This design comes from an exercise in tuning for small area and a short achievable clock period on the open sky130 flow, not from production work. Only simulation tests tie the RTL to the original design; equivalence was not proved. Power figures rest on the tool's default switching activity, not on a simulated workload.

<file path="flow/run.sh">
#!/bin/bash
# synth_recipe.tcl (not shown) runs the flow's synth.tcl, then flattens the netlist and writes it again
# the make line also repeats each setting of config.mk as NAME=value (left out here)
make -C /OpenROAD-flow-scripts/flow DESIGN_CONFIG=/design/flow/config.mk WORK_HOME=/design/flow/orfs CLKGATE_MAP_FILE= SYNTH_SCRIPT=/design/flow/synth_recipe.tcl finish
</file>
<file path="flow/config.mk">
export PLATFORM = sky130hd
export DESIGN_NAME = sparse_row_top
export DESIGN_NICKNAME = sparse_row_top
export VERILOG_FILES = /design/flow/design.v
export SDC_FILE = /design/flow/constraint.sdc
export NUM_CORES = 4
export LEC_CHECK = 0
export CAP_MARGIN = 20
export CORE_MARGIN = 2
export CORE_UTILIZATION = 40
export SLEW_MARGIN = 20
</file>
<file path="flow/constraint.sdc">
create_clock -name core_clock -period 7.5 [get_ports {clk}]
set_input_delay 1.5000 -clock core_clock [delete_from_list [all_inputs] [get_ports {clk}]]
set_output_delay 1.5000 -clock core_clock [all_outputs]
set_load 0.01 [all_outputs]
</file>
<file path="flow/design.v">
`timescale 1ns/1ps
module act_buffer (
  input  logic                clk,
  input  logic                reset,
  input  logic                wr_req_act_flag,
  input  logic [16-1:0] wr_data_act_flag,
  input  logic                wr_req_act,
  input  logic [8-1:0]   wr_data_act,
  input  logic [4-1:0]   fetch_row,
  input  logic [4-1:0]   row_index,
  input  logic [16-1:0] col_sel,
  output logic [16-1:0] fetch_flags,
  output logic [8-1:0]   rd_data
);
  logic [16-1:0] flag_mem [16];
  logic [8-1:0]   act_mem  [16 * 16];
  logic [4-1:0]      wr_addr_act_flag;
  logic [8-1:0] wr_addr_act;
  always_ff @(posedge clk or negedge reset) begin
    if (!reset) begin
      wr_addr_act_flag <= '0;
    end else if (wr_req_act_flag) begin
      wr_addr_act_flag <= wr_addr_act_flag + 1'b1;
    end
  end
  always_ff @(posedge clk) begin
    if (wr_req_act_flag) begin
      flag_mem[wr_addr_act_flag] <= wr_data_act_flag;
    end
  end
  always_ff @(posedge clk or negedge reset) begin
    if (!reset) begin
      wr_addr_act <= '0;
    end else if (wr_req_act) begin
      wr_addr_act <= wr_addr_act + 1'b1;
    end
  end
  always_ff @(posedge clk) begin
    if (wr_req_act) begin
      act_mem[wr_addr_act] <= wr_data_act;
    end
  end
  always_comb begin
    if (wr_req_act_flag && (wr_addr_act_flag == fetch_row)) begin
      fetch_flags = wr_data_act_flag;
    end else begin
      fetch_flags = flag_mem[fetch_row];
    end
  end
  logic [16-1:0] row_sel;
  always_comb begin
    for (int i = 0; i < 16; i++) begin
      row_sel[i] = (row_index == 4'(i));
    end
  end
  always_comb begin
    logic [8-1:0] row_word;
    rd_data = '0;
    for (int i = 0; i < 16; i++) begin
      row_word = '0;
      for (int c = 0; c < 16; c++) begin
        row_word = row_word | ({8{col_sel[c]}} & act_mem[i*16 + c]);
      end
      rd_data = rd_data | ({8{row_sel[i]}} & row_word);
    end
  end
endmodule
`timescale 1ns/1ps
module flag_scanner (
  input  logic [16-1:0] remain,
  output logic [16-1:0] col_sel
);
  always_comb begin
    logic seen;
    seen = 1'b0;
    for (int i = 0; i < 16; i++) begin
      col_sel[i] = remain[i] & ~seen;
      seen = seen | remain[i];
    end
  end
endmodule
`timescale 1ns/1ps
module row_sequencer (
  input  logic                clk,
  input  logic                reset,
  input  logic                start,
  input  logic                wait_state,
  input  logic [16-1:0] fetch_flags,
  input  logic [16-1:0] col_sel,
  input  logic [8-1:0]   rd_data,
  output logic [16-1:0] remain,
  output logic                en,
  output logic [1:0]          state,
  output logic [4-1:0]   row_index,
  output logic [4-1:0]   act_index,
  output logic [8-1:0]   serial_out,
  output logic [5-1:0]   row_val_num,
  output logic                zero_flag,
  output logic                row_cal_done
);
  localparam logic [1:0] PREP = 2'd0;
  localparam logic [1:0] TRAN = 2'd1;
  localparam logic [1:0] WAIT = 2'd2;
  localparam logic [1:0] COMP = 2'd3;
  function automatic logic [5-1:0] count_ones(input logic [16-1:0] flags);
    logic [5-1:0] total;
    total = '0;
    for (int i = 0; i < 16; i++) begin
      total = total + 5'(flags[i]);
    end
    count_ones = total;
  endfunction
  function automatic logic [4-1:0] encode(input logic [16-1:0] onehot);
    logic [4-1:0] idx;
    idx = '0;
    for (int i = 0; i < 16; i++) begin
      if (onehot[i]) idx = idx | 4'(i);
    end
    encode = idx;
  endfunction
  logic [16-1:0] remain_drop;
  logic                last_left;
  assign remain_drop = remain & ~col_sel;
  assign last_left   = (remain_drop == '0);
  always_ff @(posedge clk or negedge reset) begin
    if (!reset) begin
      en <= 1'b0;
    end else begin
      en <= start;
    end
  end
  always_ff @(posedge clk or negedge reset) begin
    if (!reset) begin
      state        <= PREP;
      row_index    <= '0;
      row_cal_done <= 1'b0;
      row_val_num  <= '0;
      zero_flag    <= 1'b1;
    end else begin
      case (state)
        PREP: begin
          if (en) state <= TRAN;
        end
        TRAN: begin
          state        <= wait_state ? WAIT : COMP;
          row_cal_done <= !wait_state && last_left;
          row_val_num  <= count_ones(remain);
          zero_flag    <= (remain == '0);
        end
        WAIT: begin
          state        <= wait_state ? WAIT : COMP;
          row_cal_done <= !wait_state && (remain == '0);
        end
        default: begin
          if (row_cal_done) begin
            state        <= (row_index == 4'(16 - 1)) ? PREP : TRAN;
            row_index    <= row_index + 1'b1;
            row_cal_done <= 1'b0;
          end else begin
            row_cal_done <= last_left;
          end
        end
      endcase
    end
  end
  always_ff @(posedge clk) begin
    case (state)
      PREP:    remain <= fetch_flags;
      WAIT:    remain <= remain;
      TRAN:    remain <= remain_drop;
      default: remain <= row_cal_done ? fetch_flags : remain_drop;
    endcase
  end
  always_ff @(posedge clk) begin
    if (state[0]) begin
      act_index  <= encode(col_sel);
      serial_out <= rd_data;
    end
  end
endmodule
`timescale 1ns/1ps
module weight_buffer (
  input  logic                            clk,
  input  logic                            reset,
  input  logic                            wr_req_wei,
  input  logic [8-1:0]               wr_data_wei,
  output logic [8*9-1:0]  parallel_out
);
  logic                   wr_req_q;
  logic [8-1:0]      wr_data_q;
  logic [4-1:0] wr_addr_wei;
  always_ff @(posedge clk or negedge reset) begin
    if (!reset) begin
      wr_req_q <= 1'b0;
    end else begin
      wr_req_q <= wr_req_wei;
    end
  end
  always_ff @(posedge clk) begin
    wr_data_q <= wr_data_wei;
  end
  always_ff @(posedge clk or negedge reset) begin
    if (!reset) begin
      wr_addr_wei <= '0;
    end else if (wr_req_q) begin
      if (wr_addr_wei == 4'(9 - 1)) begin
        wr_addr_wei <= '0;
      end else begin
        wr_addr_wei <= wr_addr_wei + 1'b1;
      end
    end
  end
  always_ff @(posedge clk or negedge reset) begin
    if (!reset) begin
      parallel_out <= '0;
    end else if (wr_req_q) begin
      for (int i = 0; i < 9; i++) begin
        if (wr_addr_wei == 4'(i)) begin
          parallel_out[i*8 +: 8] <= wr_data_q;
        end
      end
    end
  end
endmodule
`timescale 1ns/1ps
module sparse_row_top (
  input  logic                            clk,
  input  logic                            reset,
  input  logic                            wr_req_act_flag,
  input  logic [16-1:0]                      wr_data_act_flag,
  input  logic                            wr_req_act,
  input  logic [8-1:0]               wr_data_act,
  input  logic                            wr_req_wei,
  input  logic [8-1:0]               wr_data_wei,
  input  logic                            start,
  input  logic                            wait_state,
  output logic                            en,
  output logic [1:0]                      state,
  output logic [4-1:0]               row_index,
  output logic [4-1:0]               act_index,
  output logic [8-1:0]               serial_out,
  output logic [5-1:0]               row_val_num,
  output logic                            zero_flag,
  output logic                            row_cal_done,
  output logic [8*9-1:0]  parallel_out
);
  logic [16-1:0] fetch_flags;
  logic [16-1:0] col_sel;
  logic [8-1:0]   rd_data;
  logic [16-1:0] remain;
  act_buffer i_act_buffer (
    .clk              (clk),
    .reset            (reset),
    .wr_req_act_flag  (wr_req_act_flag),
    .wr_data_act_flag (wr_data_act_flag),
    .wr_req_act       (wr_req_act),
    .wr_data_act      (wr_data_act),
    .fetch_row        (row_index + 4'(row_cal_done)),
    .row_index        (row_index),
    .col_sel          (col_sel),
    .fetch_flags      (fetch_flags),
    .rd_data          (rd_data)
  );
  flag_scanner i_flag_scanner (
    .remain  (remain),
    .col_sel (col_sel)
  );
  row_sequencer i_row_sequencer (
    .clk          (clk),
    .reset        (reset),
    .start        (start),
    .wait_state   (wait_state),
    .fetch_flags  (fetch_flags),
    .col_sel      (col_sel),
    .rd_data      (rd_data),
    .remain       (remain),
    .en           (en),
    .state        (state),
    .row_index    (row_index),
    .act_index    (act_index),
    .serial_out   (serial_out),
    .row_val_num  (row_val_num),
    .zero_flag    (zero_flag),
    .row_cal_done (row_cal_done)
  );
  weight_buffer i_weight_buffer (
    .clk          (clk),
    .reset        (reset),
    .wr_req_wei   (wr_req_wei),
    .wr_data_wei  (wr_data_wei),
    .parallel_out (parallel_out)
  );
endmodule
</file>
==> reports/results.tsv <==
stage	metric	value	unit
status	status	finished clean	
logic_synthesis	post-synth cell types	79	
clock_tree	htree depth	4	
global_route	initial antenna violation count	11	
logic_synthesis	Yosys reg bits	2443	
setup_path	r2r setup slk	2.27	ns
setup_path	critical-path cell list	or4_1 -> or2_4 -> buf_12 -> o211ai_1 -> a2111oi_0 -> a21oi_1 -> nor2_1 -> nand4_1 -> or4_1	
floorplanning	Die Wd	484.7	um
placement	dpl hpwl	166.9	mm
clock_tree	cts bufs inserted	227	
worst_hold_path	HP Class	reg -> reg	
setup_path	Critical Path RT	8.14	ns
clock_tree	CTS resizes	0	
layout	# fillers	19580	
sta	Rel. slew slack	15.93	%
routing	Post-DRT Antenna Nets	0	
placement	IO buf count	136	
logic_synthesis	Avg Inst Size Synth	17.31	um^2
setup_path	slowest stage cell, crit path	a2111oi_0	
floorplanning	die area	234900	um^2
logic_synthesis	most common cell in the netlist	edfxtp_1	
setup_path	worst path arrival time	5.87	ns
sta	final worst setup slack	2.266	ns
layout	share of layout cells above drive strength 1	12.49	%
sta	Final Hold Viols	0	
clock_tree	CTS tree	yes	
logic_synthesis	sequential area share after synthesis	78.73	%
floorplanning	number of I/O pins	137	
clock_tree	Post-CTS Setup Bufs	0	
logic_synthesis	syn nets	5420	
clock_tree	Worst-path clk slew	0.07	ns
clock_tree	clk sink count	2443	
power	Max IR drop VDD	0.3567	mV
logic_synthesis	biggest area consumer among synthesized cells	edfxtp_1	
sta	final setup fails	0	
logic_synthesis	Post-synth ARST share	4.216	%
setup_path	most frequent cell on the critical path	or4_1	
power	total power	0.03784	W
logic_synthesis	post-synth top area share	75.77	%
logic_synthesis	Synth warnings	4	
logic_synthesis	cells taking the most area after synthesis	edfxtp_1 76%, a22oi_1 3.0%, dfrtp_1 2.8%	
global_route	largest net degree at the start of global routing	188	
logic_synthesis	Synth top cells by count	2,332 x edfxtp_1, 367 x a22oi_1, 359 x nor2_1	
sta	post-route setup TNS	0	ns
sta	Tcrit/Tclk final	69.79	%
floorplanning	Core ar.	229900	um^2
logic_synthesis	main flop type after synthesis	edfxtp_1	
setup_path	CP Max Fanout	55	
logic_synthesis	mux contribution to synthesized area	3.077	%
routing	1st-pass router iterations	9	
power	LEAKAGE	32.28	nW
global_route	first-pass GRT wire length	395.3	mm
floorplanning	Die Ht	484.7	um
setup_path	CP max stage delay	1.08	ns
setup_path	Setup CP Type	reg -> reg	
clock_tree	CTS Hold Bufs	0	
floorplanning	Row Count	176	
logic_synthesis	Post-synth EDFFs	2332	
global_route	vias in the first global route	52580	
sta	RSZ-0062 raised after global routing	false	
logic_synthesis	largest family of logic cells by synthesized area	compound AO/OA/AOI/OAI gates	
placement	GPL Wtd Cong	0.9230	
clock_tree	clk root buf	clkbuf_16	
routing	DR vias	53710	
logic_synthesis	Netlist Area Pre-Place	92420	um^2
setup_path	Worst setup EP type	flip-flop	
layout	final net count	5569	
logic_synthesis	Syn Inst Count	5340	
routing	Iter 0 DRT Violations	7654	
power	pwr dens	360.3	nW/um^2
global_route	GR Overflow Total	0	
routing	Residual DRC	0	
layout	Area Growth Syn to Fin	13.66	%
setup_path	CP startpoint kind	flip-flop	
logic_synthesis	Simple-Gate Fraction of Synth Area	4.319	%
logic_synthesis	post-synthesis xor/xnor area fraction	0.2085	%
floorplanning	initial core utilization	40.20	%
sta	Final Max Tran Viols	0	
clock_tree	clock latency on the worst-skew pair	0.90	ns
sta	clock skew	0.06627	ns
logic_synthesis	adder-cell area share of the yosys netlist	0.6593	%
routing	routed length per instance	31.85	um
routing	final wirelength	277.6	mm
routing	vias per inst	6.162	
flow_run	Max-cap violations	0	
sta	min Tclk post-route	5.234	ns
sta	Max Freq	0.1910	GHz
placement	dpl ws	2.155	ns
clock_tree	Max clock buf depth	3	
global_route	Total GRT Usage	23.18	%
sta	pin slew with the least headroom to its limit	1.229	ns
logic_synthesis	Synth Area in Compound Gates	11.10	%
-- logic make-up after synthesis --
family	after synthesis
AO/OA/AOI/OAI	1345
XOR/XNOR	22
adder cells (fa/ha/maj)	43
buffers and inverters	404
flip-flops	2443
multiplexers	174
AND/OR/NAND/NOR	909
-- state kept, by name, indices dropped and copies added (netlist names) --
register	flops
i_row_sequencer.act_index	4
i_row_sequencer.serial_out	8
i_weight_buffer.wr_req_q	1
i_weight_buffer.parallel_out	72
i_act_buffer.flag_mem	256
i_row_sequencer.row_index	4
i_row_sequencer.zero_flag	1
i_weight_buffer.wr_data_q	8
i_row_sequencer.state	2
i_weight_buffer.wr_addr_wei	4
i_row_sequencer.remain	16
i_row_sequencer.row_cal_done	1
i_act_buffer.wr_addr_act	8
i_row_sequencer.row_val_num	5
i_row_sequencer.en	1
i_act_buffer.act_mem	2048
i_act_buffer.wr_addr_act_flag	4
-- placed cells by master, fill, tap and decap left out, types with 15 or more instances in the layout --
cell,count
edfxtp_1,2332
a22oi_1,367
nor2_1,343
nand2_1,282
clkbuf_16,229
a221oi_1,146
a21oi_1,144
buf_4,131
a222oi_1,130
clkdlybuf4s50_1,127
dfrtp_1,102
o21ai_0,94
a22o_1,91
o211ai_1,87
o22ai_1,81
mux4_2,79
mux2_2,78
nand3_1,73
nor3_1,63
clkinv_1,58
a221o_1,53
clkinv_2,48
inv_1,42
clkbuf_1,39
a31oi_1,34
ha_1,28
a2111oi_0,25
bufinv_16,25
nor4_1,20
xnor2_1,17
mux2i_1,16
o2111ai_1,16
and3_1,16
nor2b_1,15
buf_12,15
-- layer usage --
layer / GRT usage (%) / part of all wire (%)
met5: 0 / 0.022
met4: 9.701 / 4.4
met3: 4.837 / 10
met2: 35.51 / 46
met1: 32.27 / 40
-- power breakdown --
| part | switching, W | total (W) | internal, W |
|---|---|---|---|
| registers | 0.000486 | 0.0161 | 0.0156 |
| logic | 0.00679 | 0.0102 | 0.00338 |
| clock network | 0.00513 | 0.0116 | 0.00648 |
| total | 0.0124 | 0.0378 | 0.0254 |
-- area by class of cell --
class	count	area, um^2	share of cell area, %
inverters	43	162.7	0.1549
multi-input cells	2493	18210	17.33
repair buffers	281	2675	2.547
well taps	3026	3786	3.604
diodes	4	10.01	0.009529
clock inverters	157	1541	1.468
clock buffers	269	5891	5.608
flip-flops and latches	2443	72770	69.27
-- worst paths after layout --
kind,from,end,depth (start not counted)
max in group asynchronous,reset,i_weight_buffer.parallel_out[12]$_DFFE_PN0P_,2
max,i_row_sequencer.remain[5]$_DFFE_PN_,i_row_sequencer.serial_out[1]$_DFFE_PP_,9
min,i_weight_buffer.parallel_out[17]$_DFFE_PN0P_,i_weight_buffer.parallel_out[17]$_DFFE_PN0P_,1
min in group asynchronous,reset,i_act_buffer.wr_addr_act_flag[0]$_DFFE_PN0P_,1
min reg2reg,i_weight_buffer.parallel_out[17]$_DFFE_PN0P_,i_weight_buffer.parallel_out[17]$_DFFE_PN0P_,1
max reg2reg,i_row_sequencer.remain[5]$_DFFE_PN_,i_row_sequencer.serial_out[1]$_DFFE_PP_,9
-- worst max-delay path, delay by kind of cell (launching register included) --
family                 cells  cell delay (ns)
and+or+nand+nor            5             2.14
AOI/OAI and AO/OA          3             1.54
buffers and inverters      1             0.35
DFF                        1             0.82
-- metrics by stage --
stage	util [%]	instances	hold WS (ns)	instance area, um^2
final	45.69	8716	0.5028	105000
after global routing	45.69	8716	0.5123	105000
after CTS	45.68	8712	0.5073	105000
after detailed placement	42.45	8286	0.4934	97590
after global placement	42.45	8286	0.4892	97590
after floorplan	-	5340	0.5109	92420

## re-timing with driven ports
In the flow no input, the clock included, has a driving cell. The finished layout below was timed again as built, in two steps. Step 1 (the two cells are an assumption about what drives the block):
set clk [get_ports {clk}]
set_driving_cell -lib_cell sky130_fd_sc_hd__clkbuf_16 $clk
set_driving_cell -lib_cell sky130_fd_sc_hd__buf_2 [delete_from_list [all_inputs] $clk]
Step 2 also shifts input and output timing later by t, the mid clock arrival at the registers, as if the neighbouring blocks saw the same clock. a / b / c = ideal ports / drivers / drivers and shift; a / b = the first two.
t (ns): 0.952
slack for setup (ns): 2.266 / 2.266 / 2.176
worst data-port slew with drivers (ns): 0.12
After both steps setup and hold are still met in this run. For this run, drivers alone change the setup slack by 0.000 ns; drivers and shift together by -0.090 ns.
